Context: an optimization exercise on an open-source flow, tuned for small area, a short achievable clock period and few clock cycles per item. The choices shown serve that exercise and are no tape-out recipe. Only simulation tests tie the RTL to the original design; equivalence was not proved. Power and IR drop assume default switching activity.

Design lc4_top, start of the top module:
module lc4_top (
    input  logic        clk,
    input  logic        rst_n,
    output logic [15:0] o_pc,
    input  logic [15:0] i_insn_a,
    input  logic [15:0] i_insn_b,
    output logic [15:0] o_dmem_addr,
    output logic        o_dmem_we,
    output logic [15:0] o_dmem_wdata,
    input  logic [15:0] i_dmem_rdata,
    output logic        o_ret_a_valid,
    output logic [15:0] o_ret_a_pc,
    output logic [15:0] o_ret_a_insn,
    output logic        o_ret_a_rf_we,
    output logic [2:0]  o_ret_a_wsel,
    output logic [15:0] o_ret_a_wdata,
    output logic        o_ret_a_dmem_we,
    output logic [15:0] o_ret_a_dmem_addr,
    output logic [15:0] o_ret_a_dmem_data,
    output logic        o_ret_b_valid,
    output logic [15:0] o_ret_b_pc,
    output logic [15:0] o_ret_b_insn,
    output logic        o_ret_b_rf_we,
    output logic [2:0]  o_ret_b_wsel,
    output logic [15:0] o_ret_b_wdata,
    output logic        o_ret_b_dmem_we,
    output logic [15:0] o_ret_b_dmem_addr,
    output logic [15:0] o_ret_b_dmem_data
);
    function automatic logic writes_reg(input logic [15:0] w);
        case (w[15:12])
            4'd1:    writes_reg = w[5] | ~w[3];             
            4'd5:    writes_reg = ~w[5] & (w[4] | ~w[3]);   
            4'd6:    writes_reg = 1'b1;                     
            4'd9:    writes_reg = 1'b1;                     
            default: writes_reg = 1'b0;
        endcase
    endfunction
    logic [15:0] regs [8];
    logic [7:0]  rvalid;
    logic        x_valid;
    logic        x_ldw;               
    logic [15:0] ir;
    logic [15:0] op_a, op_b;          
    logic        xm_a, xm_b;          
    logic        xw_a, xw_b;          
    logic        xo_a, xo_b;          
    logic        fs_ld;               
  ...
For scale: roughly 330 flip-flops, ~270 I/O pins.
Settings: LEC_CHECK=0, CAP_MARGIN=0, CORE_MARGIN=2, CORE_UTILIZATION=40, CTS_CLUSTER_DIAMETER=150, CTS_CLUSTER_SIZE=25, SETUP_SLACK_MARGIN=5, SLEW_MARGIN=0; clock period 8.0 ns.
standard.sh (not shown) runs the stock make flow with config.mk's settings and CLKGATE_MAP_FILE= SYNTH_SCRIPT=/design/flow/synth_recipe.tcl, a recipe that flattens the netlist after the stock synthesis.
==> flow/flow/run.sh <==
#!/bin/bash
# The standard layout (the standard.sh), except that the port buffers
# use the smallest plain buffer cell and the constant outputs share one tie
# cell.
export BUFFER_PORTS_ARGS="-buffer_cell sky130_fd_sc_hd__buf_1"
export SKIP_REPAIR_TIE_FANOUT=1
bash standard.sh > standard.log 2>&1
The first run completed with no timing, DRC or antenna violations.
Testbench counts at the start, summed over its fixed seeds: cycles 10,235, insns 9,600.
Next try:
CTS_BUF_LIST = sky130_fd_sc_hd__clkbuf_8 sky130_fd_sc_hd__clkbuf_16   (was unset)
CTS_CLUSTER_DIAMETER = 100   (was 150)
After rerunning:
- The changed run completed without violations
- sequential power is about the same
- power hardly moves
- setup slack is worse by 0.0076 ns
- synthesized cell count is unchanged
Next try:
CTS_BUF_LIST = unset   (was sky130_fd_sc_hd__clkbuf_8 sky130_fd_sc_hd__clkbuf_16)
CTS_CLUSTER_SIZE = 30   (was 25)
After rerunning:
- The new run completed without violations
- utilization hardly moves
- worst setup slack loses 0.0092 ns
- cell count barely changes
- sequential power is about the same
- total power decreases by 1.4%
- die area is unchanged

========
lc4_top, a different RTL version from the one above (not shown whole).
Size in the first run: ~1,300 cells after synthesis, about 330 flip-flops, roughly 270 I/O pins.
export LEC_CHECK = 0
export CAP_MARGIN = 0
export CORE_MARGIN = 2
export CORE_UTILIZATION = 40
export CTS_CLUSTER_DIAMETER = 100
export CTS_CLUSTER_SIZE = 25
export SLEW_MARGIN = 0
create_clock -name core_clock -period 8.0 [get_ports {clk}]
==> flow/flow/run.sh <==
#!/bin/bash
# The standard layout (the standard.sh), except that the port buffers
# use the smallest plain buffer cell, the constant outputs share one tie
# cell, and timing repair aims for a setup slack margin of 5.8 ns (the
# design is still constrained and measured at the design's clock period).
export BUFFER_PORTS_ARGS="-buffer_cell sky130_fd_sc_hd__buf_1"
export SKIP_REPAIR_TIE_FANOUT=1
export SETUP_SLACK_MARGIN=5.8
bash standard.sh > standard.log 2>&1
The first run finished clean.
Testbench counts at the start, summed over its fixed seeds: cycles 10,235, insns 9,600.
Edit:
==> flow/flow/run.sh (replaced) <==
#!/bin/bash
# The standard layout (the standard.sh), except that the port buffers
# use the smallest plain buffer cell and the constant outputs share one tie
# cell.
export BUFFER_PORTS_ARGS="-buffer_cell sky130_fd_sc_hd__buf_1"
export SKIP_REPAIR_TIE_FANOUT=1
bash standard.sh > standard.log 2>&1
Settings changed: CAP_MARGIN 0 to 20, SETUP_SLACK_MARGIN set to 4.7, SLEW_MARGIN 0 to 20.
Effect: The new run went through all stages and came out clean. Die area stays the same. Fmax is lower by a few percent. Sequential cell count stays the same. Combinational power decreases by well over a third.
Edit:
Settings changed: CAP_MARGIN 20 to 0, GPL_ROUTABILITY_DRIVEN set to 0, SETUP_SLACK_MARGIN 4.7 to 5, SLEW_MARGIN 20 to 0.
=> The changed run passed the timing, DRC and antenna checks. Count of clock-buffer cells in the layout shrinks by 1. Register-to-register slack improves by 0.17 ns. Die area does not change. Hold slack barely changes. Total power goes up by 0.91%. Synthesized area is unchanged. Wire length rises by 0.90%.
Edit:
Settings changed: GPL_ROUTABILITY_DRIVEN 0 to unset, PLACE_DENSITY set to 0.8.
Result: Total power hardly moves; clock skew fell by 0.0078 ns; clock-buffer cell count is higher by 1; routed wire length goes down by about 0.56%; synthesized area is unchanged; via count increases by about 4.3%; global-route usage fell by 0.46 points; maximum frequency falls by about 1.3%; non-clock buffer count drops by 25.

==> separate check: timing with driven ports <==
How much do the figures lean on ideal ports? The routed layouts below were timed once more, with nothing changed but the port constraints. Step 1 sets driving cells, clkbuf_16 on the clock port and buf_2 on the other inputs (assumed; they add their load-dependent delay and slew). Step 2 moves the port delays by t, midway between the first and last clock arrival at a register: inputs arrive t later, outputs are due t later. That takes back most of the time a late clock gives input paths. Slacks: ideal / step 1 / step 2; pairs: ideal / step 1.
run	t (ns)	slack for setup (ns)	worst setup path after step 2	pins driven straight from the clock port
the first run of note 1	0.568	4.982 / 5.004 / 4.436	input to register	1
the second run of note 1	0.580	4.975 / 4.975 / 4.454	input to register	1
the third run of note 1	0.561	4.966 / 4.966 / 4.480	input to register	1
the first run of note 2	0.559	5.042 / 5.042 / 4.801	input to register	1
the second run of note 2	0.571	4.848 / 4.848 / 4.343	input to register	1
the third run of note 2	0.575	5.021 / 4.991 / 4.554	input to register	1
the fourth run of note 2	0.573	4.983 / 4.985 / 4.446	input to register	1
After both steps every run listed still meets setup and hold. For the first run of note 1, which loses most, drivers alone change the setup slack by +0.022 ns; drivers and shift together by -0.546 ns.
